Context: an optimization exercise on an open-source flow, tuned for small area. The choices shown serve that exercise and are no tape-out recipe. The RTL was checked by simulation tests, not by an equivalence proof against the original design. Power and IR drop assume default switching activity.

`flow/config.mk`:
```
export PLATFORM = sky130hd
export DESIGN_NAME = id_pipe_stage
export DESIGN_NICKNAME = id_pipe_stage
export VERILOG_FILES = /design/flow/design.v
export SDC_FILE = /design/flow/constraint.sdc
export NUM_CORES = 4
export LEC_CHECK = 0
export CAP_MARGIN = 20
export CORE_MARGIN = 2
export CORE_UTILIZATION = 60
export CTS_BUF_LIST = sky130_fd_sc_hd__clkbuf_4
export CTS_CLUSTER_DIAMETER = 40
export CTS_CLUSTER_SIZE = 9
export PLACE_DENSITY = 0.72
export SLEW_MARGIN = 20
```
`flow/constraint.sdc`:
```
create_clock -name core_clock -period 8.0 [get_ports {clk}]
set_input_delay 1.6000 -clock core_clock [delete_from_list [all_inputs] [get_ports {clk}]]
set_output_delay 1.6000 -clock core_clock [all_outputs]
set_load 0.01 [all_outputs]
```
`flow/design.v`:
```
module id_pipe_stage #(
  parameter int XLEN   = 32,
  parameter int NREGS  = 32,
  parameter int CTRL_W = 24,
  localparam int AW    = $clog2(NREGS)
) (
  input  logic              clk,
  input  logic              rst_n,
  input  logic              in_valid,
  output logic              in_ready,
  input  logic [XLEN-1:0]   in_pc,
  input  logic [31:0]       in_inst,
  input  logic [CTRL_W-1:0] in_ctrl,
  input  logic              in_mem_read,
  input  logic              in_reg_write,
  input  logic              flush,
  input  logic              out_ready,
  output logic              out_valid,
  output logic [XLEN-1:0]   out_pc,
  output logic [XLEN-1:0]   out_rs1_data,
  output logic [XLEN-1:0]   out_rs2_data,
  output logic [AW-1:0]     out_rs1_adr,
  output logic [AW-1:0]     out_rs2_adr,
  output logic [AW-1:0]     out_rd_adr,
  output logic [2:0]        out_funct3,
  output logic [6:0]        out_funct7,
  output logic [CTRL_W-1:0] out_ctrl,
  output logic              out_mem_read,
  output logic              out_reg_write,
  input  logic              wb_we,
  input  logic [AW-1:0]     wb_adr,
  input  logic [XLEN-1:0]   wb_data,
  output logic [15:0]       stall_cnt
);
  logic [AW-1:0]     dec_rs1, dec_rs2;
  logic [XLEN-1:0]   rf_s [NREGS];
  logic [NREGS-1:0]  rf_nok;
  logic              phase;
  logic [NREGS-1:0]  wr_sel;
  logic [NREGS-1:0]  rd1_sel, rd2_sel;
  logic [XLEN-1:0]   rs1_rd_data, rs2_rd_data;
  logic              advance, hazard, take;
  logic              v_q;
  logic [XLEN-1:0]   pc_q, d1_q, d2_q;
  logic [AW-1:0]     a1_q, a2_q, ard_q;
  logic [2:0]        f3_q;
  logic [6:0]        f7_q;
  logic [CTRL_W-1:0] ctrl_q;
  logic              mr_q, rw_q;
  logic [15:0]       stall_cnt_q;
  assign dec_rs1 = in_inst[15 +: AW];
  assign dec_rs2 = in_inst[20 +: AW];
  always_comb begin
    for (int i = 0; i < NREGS; i++) begin
      wr_sel[i]  = (i != 0) && wb_we && (wb_adr == AW'(i));
      rd1_sel[i] = (i != 0) && !rf_nok[i] && (dec_rs1 == AW'(i));
      rd2_sel[i] = (i != 0) && !rf_nok[i] && (dec_rs2 == AW'(i));
    end
  end
  always_comb begin
    rs1_rd_data = '0;
    rs2_rd_data = '0;
    for (int i = 1; i < NREGS; i++) begin
      rs1_rd_data = rs1_rd_data | ({XLEN{rd1_sel[i]}} & (rf_s[i] ^ {XLEN{~phase}}));
      rs2_rd_data = rs2_rd_data | ({XLEN{rd2_sel[i]}} & (rf_s[i] ^ {XLEN{~phase}}));
    end
  end
  always_ff @(posedge clk) begin
    for (int i = 1; i < NREGS; i++) begin
      rf_s[i] <= wr_sel[i] ? (wb_data ^ {XLEN{phase}}) : ~rf_s[i];
    end
  end
  always_ff @(posedge clk or negedge rst_n) begin
    if (!rst_n) begin
      rf_nok <= '1;
      phase <= 1'b0;
    end else begin
      rf_nok <= rf_nok & ~wr_sel;
      phase <= ~phase;
    end
  end
  assign advance  = ~v_q | out_ready;
  assign hazard   = v_q & mr_q & (ard_q != '0) & in_valid &
                    ((dec_rs1 == ard_q) | (dec_rs2 == ard_q));
  assign in_ready = advance & ~hazard;
  assign take     = advance & in_valid & ~hazard;
  always_ff @(posedge clk or negedge rst_n) begin
    if (!rst_n) v_q <= 1'b0;
    else        v_q <= ~flush & (take | (v_q & ~out_ready));
  end
  always_ff @(posedge clk) begin
    if (advance) begin
      pc_q   <= in_pc;
      d1_q   <= rs1_rd_data;
      d2_q   <= rs2_rd_data;
      a1_q   <= dec_rs1;
      a2_q   <= dec_rs2;
      ard_q  <= in_inst[7 +: AW];
      f3_q   <= in_inst[14:12];
      f7_q   <= in_inst[31:25];
      ctrl_q <= in_ctrl;
      mr_q   <= in_mem_read;
      rw_q   <= in_reg_write;
    end else begin
      if (wb_we && (wb_adr != '0) && (wb_adr == a1_q)) d1_q <= wb_data;
      if (wb_we && (wb_adr != '0) && (wb_adr == a2_q)) d2_q <= wb_data;
    end
  end
  always_ff @(posedge clk or negedge rst_n) begin
    if (!rst_n) begin
      stall_cnt_q <= '0;
    end else if (in_valid && !in_ready && !flush && (stall_cnt_q != 16'hFFFF)) begin
      stall_cnt_q <= stall_cnt_q + 16'd1;
    end
  end
  assign out_valid     = v_q;
  assign out_pc        = pc_q;
  assign out_rs1_data  = d1_q;
  assign out_rs2_data  = d2_q;
  assign out_rs1_adr   = a1_q;
  assign out_rs2_adr   = a2_q;
  assign out_rd_adr    = ard_q;
  assign out_funct3    = f3_q;
  assign out_funct7    = f7_q;
  assign out_ctrl      = ctrl_q & {CTRL_W{v_q}};
  assign out_mem_read  = mr_q & v_q;
  assign out_reg_write = rw_q & v_q;
  assign stall_cnt     = stall_cnt_q;
endmodule
```
`flow/flow/run.sh`:
```
#!/bin/bash
# Own layout flow: the standard synthesis, then the register-file datapath (write decode,
# read select and operand muxes) rebuilt from the same registers by flow/remap.py, then the standard flow's
# standard layout with smaller port buffers and a clock tree of small leaf buffers in small
# sink clusters (no dummy loads) under a strong root and trunk. The repair after global
# routing, which sees global-route parasitics, keeps a wider slew and capacitance margin.
set -euo pipefail
R=orfs/results/sky130hd/id_pipe_stage/base
CTS="-sink_clustering_enable -repair_clock_nets -buf_list {sky130_fd_sc_hd__clkbuf_4}"
CTS="$CTS -root_buf sky130_fd_sc_hd__clkbuf_16 -tree_buf sky130_fd_sc_hd__clkbuf_8"
CTS="$CTS -sink_clustering_size 9 -sink_clustering_max_diameter 40 -dont_use_dummy_load"
bash standard.sh synth > synth.log 2>&1
cp $R/1_2_yosys.v std_1_2_yosys.v
python3 flow/remap.py std_1_2_yosys.v remapped.v > remap.log 2>&1
cp remapped.v $R/1_2_yosys.v
rm -f $R/1_synth.odb
bash standard.sh BUFFER_PORTS_ARGS="-buffer_cell sky130_fd_sc_hd__buf_1" CTS_ARGS="$CTS" \
  cts > layout_cts.log 2>&1
bash standard.sh BUFFER_PORTS_ARGS="-buffer_cell sky130_fd_sc_hd__buf_1" CTS_ARGS="$CTS" \
  CAP_MARGIN=40 SLEW_MARGIN=40 finish > layout.log 2>&1
```
`flow/flow/remap.py`:
```
#!/usr/bin/env python3
"""Rebuild the register-file datapath of id_pipe_stage's synthesized netlist by hand.

Reads the standard synthesis netlist (Yosys write_verilog of sky130hd cells), keeps every
register instance (same instance names, cell types and Q nets), and replaces the logic that
drives the D (and DE) pins of the register file (rf_s), its rf_nok bits and the operand
registers (d1_q, d2_q) with a fixed, area-lean structure that computes the same pin functions:

  - rf_s[i] <= wr_sel[i] ? wb_data ^ phase : ~rf_s[i]: one o22ai per bit, fed by
    wr_sel[i] = wb_we & (wb_adr == i) (2+3 bit predecode) and its inverse, and by
    ~(wb_data ^ phase), one xor2 and inv_4 per bit.  (Entry i holds register i XOR ~phase.)
  - rf_nok[i] <= rf_nok[i] & ~wr_sel[i].
  - read:  seln[i] = ~(advance & ~rf_nok[i] & (rs == i)), one or3 of negative predecode lines
           and rf_nok[i]; each operand bit is the OR over i of
           (~rf_s[i] & ~seln[i]) and (wb_data & ~advance), built as o22ai pairs, nor4 and
           nand4, then XOR (phase & any register selected), which gives the D the standard
           synthesis has, advance ? read : wb_data; DE = advance | fwd.
  - high-fanout selects and write data get sized drivers (and2_4, inv_4, inv_2, or2_4).

The rest of the logic (interlock, payload enables, stall counter, phase) is kept as
synthesized; cells left without loads are removed.

usage: remap.py IN.v OUT.v
"""
import re
import sys

OUT_PINS = {"X", "Y", "Q", "Q_N", "SUM", "COUT", "COUT_N", "HI", "LO", "GCLK"}
P = "sky130_fd_sc_hd__"

src = open(sys.argv[1]).read()

modm = re.search(r"^module\s+(\w+)\s*\((.*?)\);", src, re.S | re.M)
top = modm.group(1)
body_start = modm.end()
endm = src.rindex("endmodule")
body = src[body_start:endm]

inst_re = re.compile(r"^\s*(" + P + r"\w+)\s+(\\\S+\s|\S+)\s*\((.*?)\);\s*$", re.S | re.M)
pin_re = re.compile(r"\.(\w+)\(\s*(.*?)\s*\)(?=\s*,|\s*$)", re.S)

cells = []  # dicts: type, name, pins (ordered list of (pin, net))
for mm in inst_re.finditer(body):
    pins = [(p, n.strip()) for p, n in pin_re.findall(mm.group(3))]
    cells.append({"type": mm.group(1), "name": mm.group(2).strip(), "pins": pins})

decls = []
assigns = []
for line in body.split(";"):
    s = line.strip()
    if re.match(r"^(input|output|wire|reg)\b", s):
        decls.append(s + " ;")
    elif s.startswith("assign "):
        assigns.append(s + " ;")

n_inst_text = len(re.findall(r"^\s*" + P, body, re.M))
assert n_inst_text == len(cells), (n_inst_text, len(cells))


def norm(n):
    """Net name as a key: escaped identifiers lose the backslash and trailing space."""
    n = n.strip()
    return n[1:].strip() if n.startswith("\\") else n


def esc(n):
    """Net name for writing: escape it if it is not a plain identifier or bit select."""
    if re.match(r"^[A-Za-z_][A-Za-z0-9_$]*(\[\d+\])?$", n):
        return n
    return "\\" + n + " "


def is_ff(c):
    return re.search(r"__(edfxtp|dfxtp|dfrtp|dfstp|dfrbp|dfxbp|dfbbp|dfbbn|dfrtn|edfxbp|sdf)", c["type"]) is not None


ffs = [c for c in cells if is_ff(c)]
ff_by_q = {}
for c in ffs:
    q = dict(c["pins"])["Q"]
    ff_by_q[norm(q)] = c

XLEN = 32
NREGS = 32

# ---------------------------------------------------------------- new logic
new_cells = []
new_wires = []
cnt = [0]


def wire(prefix):
    cnt[0] += 1
    w = f"hm_{prefix}_{cnt[0]}"
    new_wires.append(w)
    return w


def cell(ctype, pins, out="Y", prefix="n"):
    o = wire(prefix)
    cnt[0] += 1
    new_cells.append({"type": P + ctype, "name": f"hm_c{cnt[0]}_{ctype}", "pins": list(pins.items()) + [(out, o)]})
    return o


def inv(a):
    return cell("inv_1", {"A": a})


# register nets
def q(name):
    c = ff_by_q.get(name)
    assert c is not None, name
    return dict(c["pins"])["Q"]


rf = [[None] * XLEN for _ in range(NREGS)]
for i in range(1, NREGS):
    for b in range(XLEN):
        rf[i][b] = q(f"rf_s[{i}][{b}]")
nok = [None] + [q(f"rf_nok[{i}]") for i in range(1, NREGS)]

# port nets
wb_adr = [f"wb_adr[{k}]" for k in range(5)]
wb_data = [f"wb_data[{k}]" for k in range(XLEN)]
rs = {1: [f"in_inst[{15 + k}]" for k in range(5)], 2: [f"in_inst[{20 + k}]" for k in range(5)]}
a_q = {1: [f"out_rs1_adr[{k}]" for k in range(5)], 2: [f"out_rs2_adr[{k}]" for k in range(5)]}
for p in (1, 2):
    for k in range(5):
        assert norm(a_q[p][k]) in ff_by_q, a_q[p][k]
assert "out_valid" in ff_by_q

# shared inverted write data (the register file stores ~wb_data)
wn = [cell("inv_2", {"A": wb_data[b]}) for b in range(XLEN)]

# advance = ~out_valid | out_ready ; advn = ~advance
ready_n = inv("out_ready")
adv = cell("nand2_2", {"A": "out_valid", "B": ready_n})
advn = inv(adv)

# write decode
wa_n = [inv(wb_adr[k]) for k in range(5)]


def lit(bits, bits_n, k, val):
    """Net that is 1 when bit k differs from val (for nor-based decode)."""
    return bits_n[k] if (val >> k) & 1 else bits[k]


we_n = inv("wb_we")
# low 2 bits with wb_we folded in: lo[k] = we & adr[1:0]==k, as nor3 of "differs" literals
wlo = [cell("nor3_1", {"A": we_n, "B": lit(wb_adr, wa_n, 0, k), "C": lit(wb_adr, wa_n, 1, k)}) for k in range(4)]
whi = []
for m in range(8):
    whi.append(cell("nor3_1", {"A": lit(wb_adr, wa_n, 2, m << 2), "B": lit(wb_adr, wa_n, 3, m << 2), "C": lit(wb_adr, wa_n, 4, m << 2)}))
wsel = [None] * NREGS
for i in range(1, NREGS):
    wsel[i] = cell("and2_4", {"A": wlo[i & 3], "B": whi[i >> 2]}, out="X")

# rf_s[i] <= wr_sel[i] ? wb_data ^ phase : ~rf_s[i]
phase = q("phase")
wy = [cell("inv_4", {"A": cell("xor2_1", {"A": wb_data[b], "B": phase}, out="X")}) for b in range(XLEN)]
wseln = [None] * NREGS
for i in range(1, NREGS):
    wseln[i] = cell("inv_4", {"A": wsel[i]})
for i in range(1, NREGS):
    for b in range(XLEN):
        c = ff_by_q[norm(rf[i][b])]
        assert c["type"] == P + "dfxtp_1", c["type"]
        pins = dict(c["pins"])
        pins["D"] = cell("o22ai_1", {"A1": rf[i][b], "A2": wsel[i], "B1": wy[b], "B2": wseln[i]})
        c["pins"] = [(k, pins[k]) for k, _ in c["pins"]]

# rf_nok[i] <= rf_nok[i] & ~wr_sel[i]
for i in range(1, NREGS):
    c = ff_by_q[f"rf_nok[{i}]"]
    assert c["type"].startswith(P + "dfstp_"), c["type"]
    pins = dict(c["pins"])
    pins["D"] = cell("and2_1", {"A": nok[i], "B": wseln[i]}, out="X")
    c["pins"] = [(k, pins[k]) for k, _ in c["pins"]]

# live writeback: wb_we & wb_adr != 0
wb_z_lo = cell("nor3_1", {"A": wb_adr[0], "B": wb_adr[1], "C": wb_adr[2]})
wb_z_hi = cell("nor2_1", {"A": wb_adr[3], "B": wb_adr[4]})
wb_nz = cell("nand2_1", {"A": wb_z_lo, "B": wb_z_hi})
wlive_n = cell("nand2_1", {"A": "wb_we", "B": wb_nz})

for p in (1, 2):
    r = rs[p]
    rn = [inv(r[k]) for k in range(5)]
    # predecode: lo lines carry advance
    rlo_n = [cell("nand3_1", {"A": adv, "B": lit(rn, r, 0, k), "C": lit(rn, r, 1, k)}) for k in range(4)]
    rhi_n = [cell("nand3_1", {"A": lit(rn, r, 2, m << 2), "B": lit(rn, r, 3, m << 2), "C": lit(rn, r, 4, m << 2)}) for m in range(8)]
    seln = [None] * NREGS
    for i in range(1, NREGS):
        seln[i] = cell("or3_2", {"A": rlo_n[i & 3], "B": rhi_n[i >> 2], "C": nok[i]}, out="X")
    # fwd = ~advance & wb_we & wb_adr != 0 & wb_adr == a_q
    eq = [cell("xnor2_1", {"A": wb_adr[k], "B": a_q[p][k]}) for k in range(5)]
    e1 = cell("nand3_1", {"A": eq[0], "B": eq[1], "C": eq[2]})
    e2 = cell("nand3_1", {"A": eq[3], "B": eq[4], "C": advn})
    # fwd = ~e1 & ~e2 & ~wlive_n
    fwd = cell("nor3_1", {"A": e1, "B": e2, "C": wlive_n})
    de = cell("or2_4", {"A": adv, "B": fwd}, out="X")
    # flip = phase & (some register selected): the tree gives ~rf_s of the selected entry
    anyp = [cell("nand4_1", {"A": seln[4 * g + 1], "B": seln[4 * g + 2], "C": seln[4 * g + 3], "D": seln[4 * g + 4]}) for g in range(7)]
    anyp.append(cell("nand3_1", {"A": seln[29], "B": seln[30], "C": seln[31]}))
    anyn = [cell("nor4_1", {"A": anyp[4 * h], "B": anyp[4 * h + 1], "C": anyp[4 * h + 2], "D": anyp[4 * h + 3]}) for h in range(2)]
    any_sel = cell("nand2_1", {"A": anyn[0], "B": anyn[1]})
    flip = cell("and2_2", {"A": phase, "B": any_sel}, out="X")
    for b in range(XLEN):
        pos = []
        for i in range(1, NREGS - 1, 2):
            pos.append(cell("o22ai_1", {"A1": rf[i][b], "A2": seln[i], "B1": rf[i + 1][b], "B2": seln[i + 1]}))
        pos.append(cell("o22ai_1", {"A1": rf[NREGS - 1][b], "A2": seln[NREGS - 1], "B1": wn[b], "B2": adv}))
        assert len(pos) == 16
        negs = [cell("nor4_1", {"A": pos[4 * g], "B": pos[4 * g + 1], "C": pos[4 * g + 2], "D": pos[4 * g + 3]}) for g in range(4)]
        d_raw = cell("nand4_1", {"A": negs[0], "B": negs[1], "C": negs[2], "D": negs[3]})
        d = cell("xor2_1", {"A": d_raw, "B": flip}, out="X")
        c = ff_by_q[f"out_rs{p}_data[{b}]"]
        assert c["type"] == P + "edfxtp_1", c["type"]
        pins = dict(c["pins"])
        pins["D"] = d
        pins["DE"] = de
        c["pins"] = [(k, pins[k]) for k, _ in c["pins"]]

# ---------------------------------------------------------------- dead logic removal
allc = cells + new_cells
readers = {}


def add_read(n):
    readers[n] = readers.get(n, 0) + 1


port_outs = set()
for d in decls:
    mm = re.match(r"output\s+(\[(\d+):(\d+)\]\s+)?(\S+)\s*;", d)
    if mm:
        nm = mm.group(4)
        if mm.group(1):
            for k in range(int(mm.group(3)), int(mm.group(2)) + 1):
                port_outs.add(f"{nm}[{k}]")
        port_outs.add(nm)
assign_text = " ".join(a.split("=", 1)[1] for a in assigns)


def used_by_assign(n):
    base = n.split("[")[0]
    return re.search(r"(?<![\w$\\])\\?" + re.escape(base) + r"\b", assign_text) is not None


def outs_of(c):
    return [norm(n) for p, n in c["pins"] if p in OUT_PINS]


def ins_of(c):
    return [norm(n) for p, n in c["pins"] if p not in OUT_PINS]


alive = set(range(len(allc)))
changed = True
while changed:
    changed = False
    readers = {}
    for k in alive:
        for n in ins_of(allc[k]):
            add_read(n)
    for k in list(alive):
        c = allc[k]
        if is_ff(c):
            continue
        os_ = outs_of(c)
        if any(readers.get(n) or n in port_outs or used_by_assign(n) for n in os_):
            continue
        alive.discard(k)
        changed = True

kept = [allc[k] for k in sorted(alive)]
removed = len(allc) - len(kept)


def fmt_net(n):
    n = n.strip()
    if n.startswith("\\"):
        return n if n.endswith(" ") else n + " "
    return n


out = [f"module {top}({modm.group(2)});"]
out += ["  " + d for d in decls]
out += [f"  wire {w};" for w in new_wires]
for c in kept:
    pins = ",\n".join(f"    .{p}({fmt_net(n)})" for p, n in c["pins"])
    name = c["name"]
    if name.startswith("\\") and not name.endswith(" "):
        name += " "
    out.append(f"  {c['type']} {name} (\n{pins}\n  );")
out += ["  " + a for a in assigns]
out.append("endmodule")
open(sys.argv[2], "w").write("\n".join(out) + "\n")

area = {}
lib = open("/OpenROAD-flow-scripts/flow/platforms/sky130hd/lib/sky130_fd_sc_hd__tt_025C_1v80.lib").read() if len(sys.argv) > 3 else None
print(f"cells in: {len(cells)}  new: {len(new_cells)}  removed: {removed}  out: {len(kept)}", file=sys.stderr)
```
`flow/standard.sh`:
```
#!/bin/bash
# synth_recipe.tcl (not shown) runs the flow's synth.tcl, then flattens the netlist and writes it again
# the make line also repeats each setting of config.mk as NAME=value (left out here)
make -C /OpenROAD-flow-scripts/flow DESIGN_CONFIG=/design/flow/config.mk WORK_HOME=/design/flow/orfs CLKGATE_MAP_FILE= SYNTH_SCRIPT=/design/flow/synth_recipe.tcl "${@:-finish}"
```
==> results of run 1 <==
-- area by class of cell --
type,instances,share of cell area [%]
flip-flops and latches,1188,52.0
multi-input cells,2730,37.9
repair buffers,366,3.66
clock buffers,164,2.75
well taps,959,2.44
inverters,116,1.21
diodes,13,0.0662
-- flip-flops by register name, indices dropped and copies added (netlist names) --
name / cells
stall_cnt_q: 16
a1_q: 5
d2_q: 32
a2_q: 5
pc_q: 32
rf_nok: 31
phase: 1
ctrl_q: 24
ard_q: 5
mr_q: 1
v_q: 1
rw_q: 1
d1_q: 32
rf_s: 992
f3_q: 3
f7_q: 7
-- path summary, 6_finish.rpt --
path                                    to  slack, ps          from
max                               in_ready       3110   in_inst[23]
min                           rf_s[11][14]        480  rf_s[11][14]
max reg2reg                        d1_q[7]       3290           v_q
min reg2reg                   rf_s[11][14]        480  rf_s[11][14]
max in group asynchronous            phase       6340         rst_n
min in group asynchronous  stall_cnt_q[11]       1040         rst_n
-- per-stage QoR --
| step | hold slack [ps] | total power [mW] | instance area [sq um] | setup WS [ps] | std cells |
|---|---|---|---|---|---|
| floorplan | 458 | 9.68 | 43700 | 3280 | 4052 |
| global placement | 465 | 10.5 | 46800 | 2590 | 5349 |
| detailed placement | 472 | 10.7 | 46800 | 2740 | 5351 |
| CTS | 481 | 13.5 | 48100 | 3140 | 5515 |
| global route | 496 | 14.2 | 49100 | 3060 | 5525 |
| finish | 482 | 13.8 | 49100 | 3110 | 5536 |
-- routing by layer --
metal | vias up | wire [um] | GRT usage [%] | part of all wire (%)
met5 | - | 320 | 1.16 | 0.16
met4 | 20 | 16800 | 36.7 | 8.5
met3 | 951 | 33800 | 24.3 | 17
met2 | 4179 | 79400 | 68.1 | 40
met1 | 21312 | 67500 | 61.1 | 34
li1 | 18363 | - | - | -
-- power by group through the flow --
stage	Clock, mW	Sequential (mW)	Combinational (mW)
6_report	3.04	8.39	2.37
5_1_grt	3.26	8.54	2.44
4_1_cts	3.01	8.33	2.19
3_5_place_dp	0	8.46	2.20
3_3_place_gp	0	8.40	2.12
2_1_floorplan	0	8.31	1.37
==> reports/results.tsv, run 1 <==
metric	value	unit
outcome	timing/DRC/antenna clean	
CTS HTree Levels	4	
CTS tree	built	
Crit Path Category	primary input to primary output	
DR vias	44825	
fraction of layout cells with a size suffix above 1	12.3	%
Root Buffer	clkbuf_16	
post-route ant nets	0	
Reg area	25500	sq um
GRT Total Usage	50.1	%
Resized cells post-CTS	0	
RSZ-0062 raised after global routing	false	
total grt overflow	0	
syn_nets	4186	
most common cell after layout, fill and taps aside	o22ai_1	
CTS Hold Buffers Added	0	
postcts setup bufs	0	
Hold Path Class	flop to flop	
die height	274	um
fillers	5841	
Clk pwr share	22.0	%
area of the mapped netlist	43700	sq um
clock latency on the worst-skew pair	720	ps
DR pass1 iterations	10	
Setup TNS	0	ps
first-pass GRT wire length	274	mm
CP endpoint kind	primary output	
FMAX	205	MHz
crit path cell chain	buf_1, xnor2_1, nand3_1, o22ai_1, o211ai_1, inv_1, a21oi_1, buf_1	
Pint	9.54	mW
Max Slew Vio Count	0	
Core Box Area	72600	sq um
WP buf/inv	3	
IO buf count	290	
Die ar.	75100	sq um
hpwl dp	114	mm
pwr dens	281	nW/um^2
CP Depth	8	
wirelength, routed	198	mm
most frequent CP cell	buf_1	
combinational share of power	17.2	%
# nets final	4700	
# setup viols final	0	
die width	274	um
Worst Path Arrival	3290	ps
Clock Tree Buf Depth	3	
WL per Instance	35.7	um
syn_area_per_cell	10.8	sq um
clock-pin slew on the worst setup and hold paths	70	ps
area grow syn2layout	12.3	%
CTS sink cnt	1188	
Peak VDD IR	0.165	mV
sw frac	30.9	%
fin util	67.7	%
Psw	4.26	mW
footprint of the multi-input gates	18600	sq um
CTS buffer count	164	
Static Leakage	17.4	nW
gpl congestion	1.02	
Final Hold Fails	0	
DRC	0	
max_cap viols	0	
Initial Util	60.3	%
Slew HR	22.6	%
Synth Instances	4052	
Tcrit/Tclk final	61.1	%
Slew @ Worst Pin	1150	ps
Worst path max stage delay	560	ps
largest net degree at the start of global routing	78	
sequential share of power	60.8	%
clock skew	101	ps
Crit-path slowest cell	buf_1	
maximum fanout along the worst path	7	
Initial DRC Count	7765	
row count	99	
initial antenna violation count	21	
vias in the first global route	40549	
CP Data Required Time	6400	ps
element type at the critical path start	primary input	
post-route minimum period	4890	ps
drt via density	8.10	
CP top delay family	buffers and inverters	
commonest cells after routing, fill and taps aside	o22ai_1, dfxtp_1, buf_1, nor4_1	
top-level I/O count	298	
R2R depth	7	
YS warnings	2	
Hold Path Cell Cnt	1	
==> inputs of run 2 (changes only) <==
--- a/flow/flow/run.sh
+++ b/flow/flow/run.sh
@@ -9,5 +9,5 @@
 CTS="-sink_clustering_enable -repair_clock_nets -buf_list {sky130_fd_sc_hd__clkbuf_4}"
 CTS="$CTS -root_buf sky130_fd_sc_hd__clkbuf_16 -tree_buf sky130_fd_sc_hd__clkbuf_8"
-CTS="$CTS -sink_clustering_size 9 -sink_clustering_max_diameter 40 -dont_use_dummy_load"
+CTS="$CTS -sink_clustering_size 10 -sink_clustering_max_diameter 45 -dont_use_dummy_load"
 bash standard.sh synth > synth.log 2>&1
 cp $R/1_2_yosys.v std_1_2_yosys.v
--- a/flow/config.mk
+++ b/flow/config.mk
@@ -10,6 +10,6 @@
 export CORE_UTILIZATION = 60
 export CTS_BUF_LIST = sky130_fd_sc_hd__clkbuf_4
-export CTS_CLUSTER_DIAMETER = 40
-export CTS_CLUSTER_SIZE = 9
+export CTS_CLUSTER_DIAMETER = 45
+export CTS_CLUSTER_SIZE = 10
 export PLACE_DENSITY = 0.72
 export SLEW_MARGIN = 20
==> reports/results.tsv, run 2 <==
metric	value	unit
top-level I/O count	298	
clock skew	95.8	ps
vias in the first global route	40346	
Pint	9.43	mW
area grow syn2layout	11.9	%
CTS sink cnt	1188	
Initial Util	60.3	%
Peak VDD IR	0.154	mV
CP endpoint kind	primary output	
sw frac	31.0	%
row count	99	
Clk pwr share	21.2	%
Final Cell Area	48900	sq um
first-pass GRT wire length	274	mm
DR vias	44920	
Static Leakage	17.3	nW
wirelength, routed	198	mm
Die ar.	75100	sq um
total grt overflow	0	
Worst path max stage delay	570	ps
IO buf count	290	
initial antenna violation count	29	
Max Slew Vio Count	0	
Initial DRC Count	8142	
post-route ant nets	0	
element type at the critical path start	primary input	
CTS HTree Levels	4	
YS warnings	2	
Resized cells post-CTS	0	
combinational share of power	17.4	%
hpwl dp	114	mm
most frequent CP cell	buf_1	
Clock Tree Buf Depth	3	
clock-pin slew on the worst setup and hold paths	100	ps
# setup viols final	0	
pwr dens	279	nW/um^2
syn_nets	4186	
largest net degree at the start of global routing	78	
Psw	4.24	mW
fraction of layout cells with a size suffix above 1	11.9	%
outcome	timing/DRC/antenna clean	
gpl congestion	1.02	
DRC	0	
CTS Hold Buffers Added	0	
die width	274	um
GRT Total Usage	50.1	%
Crit Path Category	primary input to primary output	
maximum fanout along the worst path	7	
Cell Count, Final, Fillers Out	5527	
die height	274	um
Reg with most FFs	rf_s	
dpl cells	5351	
sequential share of power	61.4	%
CP Data Required Time	6400	ps
# nets final	4674	
CTS buffer count	144	
CTS tree	built	
WL per Instance	35.8	um
Slew @ Worst Pin	1130	ps
Hold Path Class	flop to flop	
Slew HR	24.0	%
Largest register FFs	992	
most common cell after layout, fill and taps aside	o22ai_1	
Core Box Area	72600	sq um
Root Buffer	clkbuf_16	
clock latency on the worst-skew pair	720	ps
DR pass1 iterations	10	
Post-Place Cell Area	46800	sq um
drt via density	8.13	
Crit-path slowest cell	buf_1	
max_cap viols	0	
Tcrit/Tclk final	61.3	%
postcts setup bufs	0	
RSZ-0062 raised after global routing	false	
FMAX	204	MHz
syn_area_per_cell	10.8	sq um
crit path cell chain	buf_1, xnor2_1, nand3_1, o22ai_1, o211ai_1, inv_1, a21oi_1, buf_1	
Worst Path Arrival	3310	ps
area of the mapped netlist	43700	sq um
Final Hold Fails	0	
post-route minimum period	4910	ps
commonest cells after routing, fill and taps aside	o22ai_1, dfxtp_1, buf_1, nor4_1, edfxtp_1	
Synth Instances	4052	
Setup TNS	0	ps
run 2: power groups by stage:
| stage | clock [mW] | sequential [mW] | combinational, mW |
|---|---|---|---|
| after floorplan | 0 | 8.31 | 1.37 |
| after global placement | 0 | 8.40 | 2.12 |
| after detailed placement | 0 | 8.46 | 2.20 |
| after CTS | 2.86 | 8.33 | 2.19 |
| after global routing | 3.10 | 8.53 | 2.44 |
| final | 2.90 | 8.39 | 2.37 |
run 2: worst paths after layout:
| kind | to | slack [ps] | start | cells past startpoint |
|---|---|---|---|---|
| worst max-delay path | in_ready | 3090 | in_inst[23] | 8 |
| worst min-delay path | rf_s[11][14] | 490 | rf_s[11][14] | 1 |
| worst max register to register | d1_q[7] | 3310 | v_q | 7 |
| worst min register to register | rf_s[11][14] | 490 | rf_s[11][14] | 1 |
| max in group asynchronous | phase | 6320 | rst_n | 2 |
| min in group asynchronous | stall_cnt_q[4] | 1040 | rst_n | 2 |
run 2: routing by layer:
layer	vias up	wire length, um	GRT usage (%)
met5	-	145	1.54
met4	14	17200	36.2
met3	994	34000	24.6
met2	4326	79000	68.6
met1	21259	67600	60.7
li1	18327	-	-
run 2: stage by stage:
step	hold WS [ps]	total power [mW]	utilization, %	setup WS (ps)
3_5_place_dp	472	10.7	64.5	2740
4_1_cts	484	13.4	66.1	3140
2_1_floorplan	458	9.68	-	3280
5_1_grt	500	14.1	67.3	3060
3_3_place_gp	465	10.5	64.4	2590
6_report	487	13.7	67.4	3090
run 2: critical path: cells and delay by family:
kind            cells  cell delay [ps]
compound gates      3              560
xor+xnor            1              160
buf+inv             3              850
simple gates        1              120
run 2: area by class of cell:
class	count	area (sq um)
flip-flops and latches	1188	25500
diodes	30	75.1
inverters	116	594
clock buffers	144	1200
repair buffers	360	1660
well taps	959	1200
multi-input cells	2730	18700
fillers	5844	23700
==> inputs of run 3 (changes only) <==
==> flow/flow/run.sh (replaced) <==
#!/bin/bash
# Own layout flow: the standard synthesis, then the register-file datapath (write decode,
# read select and operand muxes) rebuilt from the same registers by flow/remap.py, then the standard flow's
# standard layout with smaller port buffers and a clock tree of small leaf buffers in small
# sink clusters (no dummy loads) under a strong root and trunk.
set -euo pipefail
R=orfs/results/sky130hd/id_pipe_stage/base
CTS="-sink_clustering_enable -repair_clock_nets -buf_list {sky130_fd_sc_hd__clkbuf_4}"
CTS="$CTS -root_buf sky130_fd_sc_hd__clkbuf_16 -tree_buf sky130_fd_sc_hd__clkbuf_8"
CTS="$CTS -sink_clustering_size 9 -sink_clustering_max_diameter 40 -dont_use_dummy_load"
bash standard.sh synth > synth.log 2>&1
cp $R/1_2_yosys.v std_1_2_yosys.v
python3 flow/remap.py std_1_2_yosys.v remapped.v > remap.log 2>&1
cp remapped.v $R/1_2_yosys.v
rm -f $R/1_synth.odb
bash standard.sh BUFFER_PORTS_ARGS="-buffer_cell sky130_fd_sc_hd__buf_1" CTS_ARGS="$CTS" \
  finish > layout.log 2>&1
--- a/flow/flow/remap.py
+++ b/flow/flow/remap.py
@@ -13,6 +13,7 @@
   - read:  seln[i] = ~(advance & ~rf_nok[i] & (rs == i)), one or3 of negative predecode lines
            and rf_nok[i]; each operand bit is the OR over i of
-           (~rf_s[i] & ~seln[i]) and (wb_data & ~advance), built as o22ai pairs, nor4 and
-           nand4, then XOR (phase & any register selected), which gives the D the standard
+           (~rf_s[i] & ~seln[i]) and (wb_data & ~advance), built as o22ai pairs and two
+           levels of or4 (strong enough for the long wires between them), then XOR (phase &
+           any register selected), which gives the D the standard
            synthesis has, advance ? read : wb_data; DE = advance | fwd.
   - high-fanout selects and write data get sized drivers (and2_4, inv_4, inv_2, or2_4).
@@ -214,6 +215,6 @@
         pos.append(cell("o22ai_1", {"A1": rf[NREGS - 1][b], "A2": seln[NREGS - 1], "B1": wn[b], "B2": adv}))
         assert len(pos) == 16
-        negs = [cell("nor4_1", {"A": pos[4 * g], "B": pos[4 * g + 1], "C": pos[4 * g + 2], "D": pos[4 * g + 3]}) for g in range(4)]
-        d_raw = cell("nand4_1", {"A": negs[0], "B": negs[1], "C": negs[2], "D": negs[3]})
+        ors = [cell("or4_1", {"A": pos[4 * g], "B": pos[4 * g + 1], "C": pos[4 * g + 2], "D": pos[4 * g + 3]}, out="X") for g in range(4)]
+        d_raw = cell("or4_1", {"A": ors[0], "B": ors[1], "C": ors[2], "D": ors[3]}, out="X")
         d = cell("xor2_1", {"A": d_raw, "B": flip}, out="X")
         c = ff_by_q[f"out_rs{p}_data[{b}]"]
--- a/flow/config.mk
+++ b/flow/config.mk
@@ -10,6 +10,6 @@
 export CORE_UTILIZATION = 60
 export CTS_BUF_LIST = sky130_fd_sc_hd__clkbuf_4
-export CTS_CLUSTER_DIAMETER = 45
-export CTS_CLUSTER_SIZE = 10
+export CTS_CLUSTER_DIAMETER = 40
+export CTS_CLUSTER_SIZE = 9
 export PLACE_DENSITY = 0.72
 export SLEW_MARGIN = 20
==> reports/results.tsv, run 3 <==
metric	value	unit
Hold Path Cell Cnt	1	
Setup TNS	0	ps
Synth Instances	4052	
CTS Hold Buffers Added	0	
R2R depth	7	
Largest register FFs	992	
area grow syn2layout	8.30	%
Root Buffer	clkbuf_16	
post-route minimum period	5140	ps
commonest cells after routing, fill and taps aside	o22ai_1, dfxtp_1, or4_1, buf_1	
YS warnings	2	
CTS buffer count	164	
area of the mapped netlist	44100	sq um
Tcrit/Tclk final	64.3	%
Max Slew Vio Count	0	
final setup margin	2860	ps
element type at the critical path start	primary input	
fraction of layout cells with a size suffix above 1	8.92	%
gpl congestion	1.06	
total grt overflow	0	
syn_area_per_cell	10.9	sq um
dpl cells	5289	
wirelength, routed	199	mm
postcts setup bufs	0	
clock latency on the worst-skew pair	730	ps
# setup viols final	0	
Worst Hold Launch	rf_s[20][16]	
Final Hold Fails	0	
GRT Total Usage	50.4	%
worst r2r src	v_q	
CTS tree	built	
Die ar.	75800	sq um
drt via density	8.19	
FMAX	194	MHz
maximum fanout along the worst path	33	
Clock Tree Buf Depth	3	
post-route ant nets	0	
most common cell after layout, fill and taps aside	o22ai_1	
vias in the first global route	40273	
hold path endpoint	rf_s[20][16]	
max_cap viols	0	
clock-pin slew on the worst setup and hold paths	80	ps
largest net degree at the start of global routing	75	
syn_nets	4186	
IO buf count	290	
# nets final	4630	
Final Cell Area	47800	sq um
Cell Count, Final, Fillers Out	5480	
Slew HR	18.2	%
row count	99	
Crit Path Category	primary input to flop	
DRC	0	
DR vias	44889	
Resized cells post-CTS	0	
Reg with most FFs	rf_s	
die width	275	um
hpwl dp	114	mm
WL per Instance	36.3	um
initial antenna violation count	39	
Slew @ Worst Pin	1220	ps
CP Data Required Time	8390	ps
RSZ-0062 raised after global routing	false	
Post-Place Cell Area	46400	sq um
Initial Util	60.5	%
Initial DRC Count	8229	
DR pass1 iterations	8	
pwr dens	287	nW/um^2
first-pass GRT wire length	277	mm
r2r setup slk	2980	ps
die height	275	um
CTS sink cnt	1188	
Setup WS pre-CTS	2460	ps
Static Leakage	17.9	nW
CP endpoint kind	flop	
Worst Path Arrival	5530	ps
Core Box Area	73000	sq um
endpoint of the worst-slack reg-to-reg timing path	d1_q[26]	
clock skew	67.7	ps
CTS HTree Levels	4	
Peak VDD IR	0.188	mV
top-level I/O count	298	
Hold Path Class	flop to flop	
outcome	timing/DRC/antenna clean	
run 3: stage by stage:
step	hold WS (ps)	total power, mW	util, %
floorplan	458	9.68	-
global placement	465	10.5	63.6
detailed placement	473	10.6	63.6
CTS	483	13.5	65.4
global route	498	14.1	65.4
finish	483	13.7	65.5
run 3: area by class of cell:
cell class / count / area (sq um)
multi-input cells: 2730 / 17900
fillers: 6164 / 25100
flip-flops and latches: 1188 / 25500
clock buffers: 164 / 1350
well taps: 959 / 1200
diodes: 27 / 67.6
inverters: 116 / 594
repair buffers: 296 / 1130
run 3: power breakdown:
| part | switching [mW] | leakage, nW | internal [mW] |
|---|---|---|---|
| combinational | 1.29 | 6.43 | 1.02 |
| sequential | 0.958 | 10.7 | 7.42 |
| clock | 1.98 | 0.804 | 1.05 |
| total | 4.22 | 17.9 | 9.49 |
run 3: worst max-delay path by stage:
stage | from | cells after the start | endpoint
4_1_cts | out_ready | 10 | d1_q[13]
5_1_grt | out_ready | 9 | d2_q[30]
6_report | out_ready | 9 | d1_q[26]
2_1_floorplan | out_ready | 5 | a1_q[0]
3_5_place_dp | out_ready | 10 | d1_q[13]
3_3_place_gp | out_ready | 10 | d1_q[31]
run 3: layer usage:
| layer | global-route usage, % | vias to the layer above | share of wire [%] |
|---|---|---|---|
| li1 | - | 18257 | - |
| met1 | 62.8 | 21242 | 34 |
| met3 | 22.5 | 986 | 17 |
| met5 | 1.13 | - | 0.26 |
| met4 | 34.2 | 34 | 8.5 |
| met2 | 69.9 | 4370 | 40 |
run 3: critical path: stages:
cell     delay, ps
buf_1          120
inv_1           80
nand2_2        240
nand3_1        640
or3_2          940
o22ai_1        130
or4_1          770
or4_1          730
xor2_1         220
==> inputs of run 4 (changes only) <==
--- a/flow/flow/remap.py
+++ b/flow/flow/remap.py
@@ -13,9 +13,9 @@
   - read:  seln[i] = ~(advance & ~rf_nok[i] & (rs == i)), one or3 of negative predecode lines
            and rf_nok[i]; each operand bit is the OR over i of
-           (~rf_s[i] & ~seln[i]) and (wb_data & ~advance), built as o22ai pairs and two
-           levels of or4 (strong enough for the long wires between them), then XOR (phase &
-           any register selected), which gives the D the standard
+           (~rf_s[i] & ~seln[i]) and ((wb_data ^ phase) & ~advance), built as o22ai pairs and
+           two levels of or4 (strong enough for the long wires between them), then XOR
+           (phase & (any register selected | ~advance)), which gives the D the standard
            synthesis has, advance ? read : wb_data; DE = advance | fwd.
-  - high-fanout selects and write data get sized drivers (and2_4, inv_4, inv_2, or2_4).
+  - high-fanout selects and write data get sized drivers (and2_4, inv_4, nor3_2, or2_4).
 
 The rest of the logic (interlock, payload enables, stall counter, phase) is kept as
@@ -133,5 +133,4 @@
 
 # shared inverted write data (the register file stores ~wb_data)
-wn = [cell("inv_2", {"A": wb_data[b]}) for b in range(XLEN)]
 
 # advance = ~out_valid | out_ready ; advn = ~advance
@@ -151,8 +150,8 @@
 we_n = inv("wb_we")
 # low 2 bits with wb_we folded in: lo[k] = we & adr[1:0]==k, as nor3 of "differs" literals
-wlo = [cell("nor3_1", {"A": we_n, "B": lit(wb_adr, wa_n, 0, k), "C": lit(wb_adr, wa_n, 1, k)}) for k in range(4)]
+wlo = [cell("nor3_2", {"A": we_n, "B": lit(wb_adr, wa_n, 0, k), "C": lit(wb_adr, wa_n, 1, k)}) for k in range(4)]
 whi = []
 for m in range(8):
-    whi.append(cell("nor3_1", {"A": lit(wb_adr, wa_n, 2, m << 2), "B": lit(wb_adr, wa_n, 3, m << 2), "C": lit(wb_adr, wa_n, 4, m << 2)}))
+    whi.append(cell("nor3_2", {"A": lit(wb_adr, wa_n, 2, m << 2), "B": lit(wb_adr, wa_n, 3, m << 2), "C": lit(wb_adr, wa_n, 4, m << 2)}))
 wsel = [None] * NREGS
 for i in range(1, NREGS):
@@ -203,15 +202,16 @@
     fwd = cell("nor3_1", {"A": e1, "B": e2, "C": wlive_n})
     de = cell("or2_4", {"A": adv, "B": fwd}, out="X")
-    # flip = phase & (some register selected): the tree gives ~rf_s of the selected entry
+    # flip = phase & (some register selected | ~advance): the tree gives ~rf_s of the selected
+    # entry, or wb_data ^ phase when not advancing
     anyp = [cell("nand4_1", {"A": seln[4 * g + 1], "B": seln[4 * g + 2], "C": seln[4 * g + 3], "D": seln[4 * g + 4]}) for g in range(7)]
     anyp.append(cell("nand3_1", {"A": seln[29], "B": seln[30], "C": seln[31]}))
     anyn = [cell("nor4_1", {"A": anyp[4 * h], "B": anyp[4 * h + 1], "C": anyp[4 * h + 2], "D": anyp[4 * h + 3]}) for h in range(2)]
     any_sel = cell("nand2_1", {"A": anyn[0], "B": anyn[1]})
-    flip = cell("and2_2", {"A": phase, "B": any_sel}, out="X")
+    flip = cell("o21a_1", {"A1": any_sel, "A2": advn, "B1": phase}, out="X")
     for b in range(XLEN):
         pos = []
         for i in range(1, NREGS - 1, 2):
             pos.append(cell("o22ai_1", {"A1": rf[i][b], "A2": seln[i], "B1": rf[i + 1][b], "B2": seln[i + 1]}))
-        pos.append(cell("o22ai_1", {"A1": rf[NREGS - 1][b], "A2": seln[NREGS - 1], "B1": wn[b], "B2": adv}))
+        pos.append(cell("o22ai_1", {"A1": rf[NREGS - 1][b], "A2": seln[NREGS - 1], "B1": wy[b], "B2": adv}))
         assert len(pos) == 16
         ors = [cell("or4_1", {"A": pos[4 * g], "B": pos[4 * g + 1], "C": pos[4 * g + 2], "D": pos[4 * g + 3]}, out="X") for g in range(4)]
==> reports/results.tsv, run 4 <==
metric	value	unit
Max Slew Vio Count	0	
top-level I/O count	298	
post-route minimum period	5470	ps
Crit-path slowest cell	or3_2	
postcts setup bufs	0	
wirelength, routed	194	mm
total grt overflow	0	
die width	275	um
# nets final	4598	
Worst Path Arrival	5890	ps
CTS sink cnt	1188	
element type at the critical path start	primary input	
Initial Util	60.5	%
Slew HR	16.5	%
Setup TNS	0	ps
DR pass1 iterations	10	
area grow syn2layout	8.26	%
Final Hold Fails	0	
clock latency on the worst-skew pair	730	ps
YS warnings	2	
CTS tree	built	
Clock Tree Buf Depth	3	
clock skew	58.5	ps
most common cell after layout, fill and taps aside	o22ai_1	
Initial DRC Count	8494	
GRT Total Usage	49.5	%
crit path cell chain	buf_1, inv_1, nand2_2, nand3_1, or3_2, nand4_1, nor4_1, nand2_1, o21a_2, buf_4, xor2_1	
Static Leakage	17.8	nW
row count	99	
Worst path max stage delay	1190	ps
WL per Instance	35.7	um
Root Buffer	clkbuf_16	
CP Data Required Time	8410	ps
gpl congestion	0.966	
clock-pin slew on the worst setup and hold paths	90	ps
area of the mapped netlist	44100	sq um
initial antenna violation count	21	
Die ar.	75700	sq um
Power Total	13.6	mW
maximum fanout along the worst path	42	
commonest cells after routing, fill and taps aside	o22ai_1, dfxtp_1, or4_1, buf_1, edfxtp_1	
hpwl dp	107	mm
vias in the first global route	41035	
CTS Hold Buffers Added	0	
fraction of layout cells with a size suffix above 1	8.52	%
max_cap viols	0	
RSZ-0062 raised after global routing	false	
Resized cells post-CTS	0	
# setup viols final	0	
syn_area_per_cell	11.0	sq um
CP endpoint kind	flop	
Synth Instances	4020	
drt via density	8.26	
Slew @ Worst Pin	1250	ps
post-route ant nets	0	
Crit Path Category	primary input to flop	
WP buf/inv	3	
Core Box Area	72800	sq um
die height	275	um
Largest register FFs	992	
FMAX	183	MHz
Peak VDD IR	0.173	mV
DRC	0	
CP top delay family	simple AND/OR/NAND/NOR gates	
largest net degree at the start of global routing	70	
CTS buffer count	162	
Tcrit/Tclk final	68.4	%
outcome	timing/DRC/antenna clean	
DR vias	44942	
Hold Path Class	flop to flop	
syn_nets	4154	
IO buf count	290	
Reg with most FFs	rf_s	
CTS HTree Levels	4	
pwr dens	285	nW/um^2
first-pass GRT wire length	272	mm
[run 4: path summary, 6_finish.rpt]
path	start	endpoint	slack [ps]	cells after the start
max in group asynchronous	rst_n	phase	6470	2
hold reg to reg	rf_s[8][2]	rf_s[8][2]	490	1
setup reg to reg	v_q	d1_q[16]	3000	10
setup / recovery	out_ready	d1_q[16]	2530	11
min in group asynchronous	rst_n	stall_cnt_q[15]	1000	2
hold / removal	rf_s[8][2]	rf_s[8][2]	490	1
[run 4: metrics by stage]
step | cells | hold WS [ps] | cell area (sq um) | utilization (%) | setup slack [ps]
2_1_floorplan | 4020 | 458 | 44100 | - | 2910
3_3_place_gp | 5259 | 465 | 46300 | 63.6 | 2180
3_5_place_dp | 5259 | 472 | 46300 | 63.6 | 2060
4_1_cts | 5421 | 483 | 47700 | 65.5 | 2780
5_1_grt | 5424 | 500 | 47700 | 65.5 | 2590
6_report | 5438 | 485 | 47700 | 65.5 | 2530
[run 4: metal layers]
metal,global-route usage [%],wire length (um)
met1,60.0,65500
met2,68.0,77000
met3,23.8,33900
met4,36.2,17400
met5,0,48
[run 4: layout make-up]
type | instances | area [sq um]
clock buffers | 162 | 1330
flip-flops and latches | 1188 | 25500
diodes | 17 | 42.5
repair buffers | 298 | 1150
inverters | 84 | 474
well taps | 959 | 1200
fillers | 5999 | 25100
multi-input cells | 2730 | 18000
[run 4: where the power goes]
part	switching (mW)	total, mW	internal (mW)	leakage [nW]
Combinational	1.20	2.22	1.02	6.31
Sequential	0.956	8.37	7.42	10.7
Clock	1.98	3.02	1.04	0.795
==> inputs of run 5 (changes only) <==
--- a/flow/flow/run.sh
+++ b/flow/flow/run.sh
@@ -3,9 +3,9 @@
 # read select and operand muxes) rebuilt from the same registers by flow/remap.py, then the standard flow's
 # standard layout with smaller port buffers and a clock tree of small leaf buffers in small
-# sink clusters (no dummy loads) under a strong root and trunk.
+# sink clusters (no dummy loads) under a strong root buffer.
 set -euo pipefail
 R=orfs/results/sky130hd/id_pipe_stage/base
 CTS="-sink_clustering_enable -repair_clock_nets -buf_list {sky130_fd_sc_hd__clkbuf_4}"
-CTS="$CTS -root_buf sky130_fd_sc_hd__clkbuf_16 -tree_buf sky130_fd_sc_hd__clkbuf_8"
+CTS="$CTS -root_buf sky130_fd_sc_hd__clkbuf_16 -tree_buf sky130_fd_sc_hd__clkbuf_4"
 CTS="$CTS -sink_clustering_size 9 -sink_clustering_max_diameter 40 -dont_use_dummy_load"
 bash standard.sh synth > synth.log 2>&1
==> reports/results.tsv, run 5 <==
metric	value	unit
DRC	0	
initial antenna violation count	26	
Slew HR	17.0	%
Final Hold Fails	0	
FMAX	182	MHz
die height	275	um
Root Buffer	clkbuf_16	
footprint of the multi-input gates	18000	sq um
Peak VDD IR	0.173	mV
Crit Path Category	primary input to flop	
first-pass GRT wire length	273	mm
GR Util met3	24.4	%
vias in the first global route	41077	
DR pass1 iterations	9	
# nets final	4598	
total grt overflow	0	
fraction of layout cells with a size suffix above 1	8.52	%
Power Total	13.5	mW
WL per Instance	35.7	um
Setup TNS	0	ps
CP endpoint kind	flop	
Synth Instances	4020	
Largest register FFs	992	
CTS sink cnt	1188	
maximum fanout along the worst path	42	
hpwl dp	107	mm
post-route ant nets	0	
met1 Use GR	59.8	%
# setup viols final	0	
syn_area_per_cell	11.0	sq um
row count	99	
Hold Path Class	flop to flop	
GRT Total Usage	49.6	%
Max Slew Vio Count	0	
clock skew	84.1	ps
clock-pin slew on the worst setup and hold paths	90	ps
Worst Path Arrival	5970	ps
RSZ-0062 raised after global routing	false	
Reg area	25500	sq um
Reg with most FFs	rf_s	
post-route minimum period	5490	ps
pwr dens	284	nW/um^2
Die ar.	75700	sq um
drt via density	8.25	
Clock Tree Buf Depth	3	
Resized cells post-CTS	0	
max_cap viols	0	
DR vias	44976	
clock latency on the worst-skew pair	800	ps
most common cell after layout, fill and taps aside	o22ai_1	
element type at the critical path start	primary input	
YS warnings	2	
GRT met2 Usage	68.0	%
IO buf count	290	
Static Leakage	17.7	nW
top-level I/O count	298	
CP Data Required Time	8480	ps
CTS tree	built	
Core Box Area	72800	sq um
commonest cells after routing, fill and taps aside	o22ai_1, dfxtp_1, or4_1, buf_1, clkbuf_4	
syn_nets	4154	
Initial Util	60.5	%
area grow syn2layout	8.10	%
postcts setup bufs	0	
fillers	6013	
CTS HTree Levels	4	
Slew @ Worst Pin	1250	ps
wirelength, routed	194	mm
Tcrit/Tclk final	68.6	%
gpl congestion	0.966	
outcome	timing/DRC/antenna clean	
CTS buffer count	162	
Initial DRC Count	8484	
CTS Hold Buffers Added	0	
largest net degree at the start of global routing	70	
GRT busiest layer	met2	
die width	275	um
area of the mapped netlist	44100	sq um
run 5: where the power goes:
group	internal (mW)	total (mW)	switching (mW)
sequential	7.42	8.37	0.957
clock	0.948	2.92	1.98
combinational	1.02	2.22	1.20
run 5: critical path, stage by stage:
cell and delay [ps]:
buf_1 100, inv_1 60, nand2_2 640, nand3_1 760, or3_2 1150, nand4_1 270, nor4_1 110, nand2_1 80
o21a_2 520, buf_4 480, xor2_1 130
run 5: final timing paths:
kind	from	end	slack [ps]	cells after the start
worst max register to register	v_q	d1_q[12]	2940	10
min in group asynchronous	rst_n	stall_cnt_q[15]	940	2
worst max-delay path	out_ready	d1_q[12]	2510	11
max in group asynchronous	rst_n	phase	6530	2
worst min register to register	rf_s[14][8]	rf_s[14][8]	480	1
worst min-delay path	rf_s[14][8]	rf_s[14][8]	480	1
run 5: layout make-up:
type,count,area share (%)
Sequential cell,1188,53.6
Multi-Input combinational cell,2730,37.7
Clock buffer,162,2.59
Tap cell,959,2.52
Timing Repair Buffer,298,2.41
Inverter,84,0.995
Antenna cell,29,0.152
run 5: layer usage:
layer,wire length [um],vias up
met2,77100,4559
met5,217,-
met3,34400,1187
met1,65000,21028
li1,-,18190
met4,17700,12
run 5: metrics by stage:
| step | worst slack (ps) | hold slack, ps | std cells | utilization [%] | instance area [sq um] |
|---|---|---|---|---|---|
| final | 2510 | 482 | 5450 | 65.4 | 47700 |
| after global routing | 2540 | 499 | 5433 | 65.4 | 47600 |
| after CTS | 2830 | 483 | 5421 | 65.3 | 47600 |
| after detailed placement | 2060 | 472 | 5259 | 63.6 | 46300 |
| after global placement | 2180 | 465 | 5259 | 63.6 | 46300 |
| after floorplan | 2910 | 458 | 4020 | - | 44100 |

separate check: timing with driven ports:
No port has a modelled driver above. Below, the same layouts with a new extraction and two added sets of constraints.
Step 1, drivers: a clkbuf_16 drives clk and a buf_2 each remaining input, both assumed.
Step 2, shift: input delay + t, output delay - t, t = (earliest + latest rising clock arrival at the registers) / 2. This alone moves slack from input paths to output paths.
Slacks: ideal / step 1 / step 2; pairs: ideal / step 1.
run | t (ns) | slack for setup (ns) | clock arrival spread, ns | slew at the worst register clock pin (ns) | pins driven straight from the clock port
run 1 | 0.738 | 3.111 / 3.086 / 2.421 | 0.105 / 0.105 | 0.11 / 0.11 | 1
run 2 | 0.746 | 3.094 / 3.067 / 2.500 | 0.095 / 0.096 | 0.12 / 0.12 | 1
run 3 | 0.764 | 2.856 / 2.907 / 2.143 | 0.083 / 0.082 | 0.11 / 0.11 | 1
run 4 | 0.764 | 2.527 / 2.578 / 1.814 | 0.070 / 0.070 | 0.11 / 0.11 | 1
run 5 | 0.824 | 2.512 / 2.562 / 1.739 | 0.091 / 0.091 | 0.12 / 0.12 | 1
After both steps setup and hold are still met in every run listed. The setup slack of run 5, which loses most, moves by +0.050 ns with the drivers and by -0.773 ns with both steps.
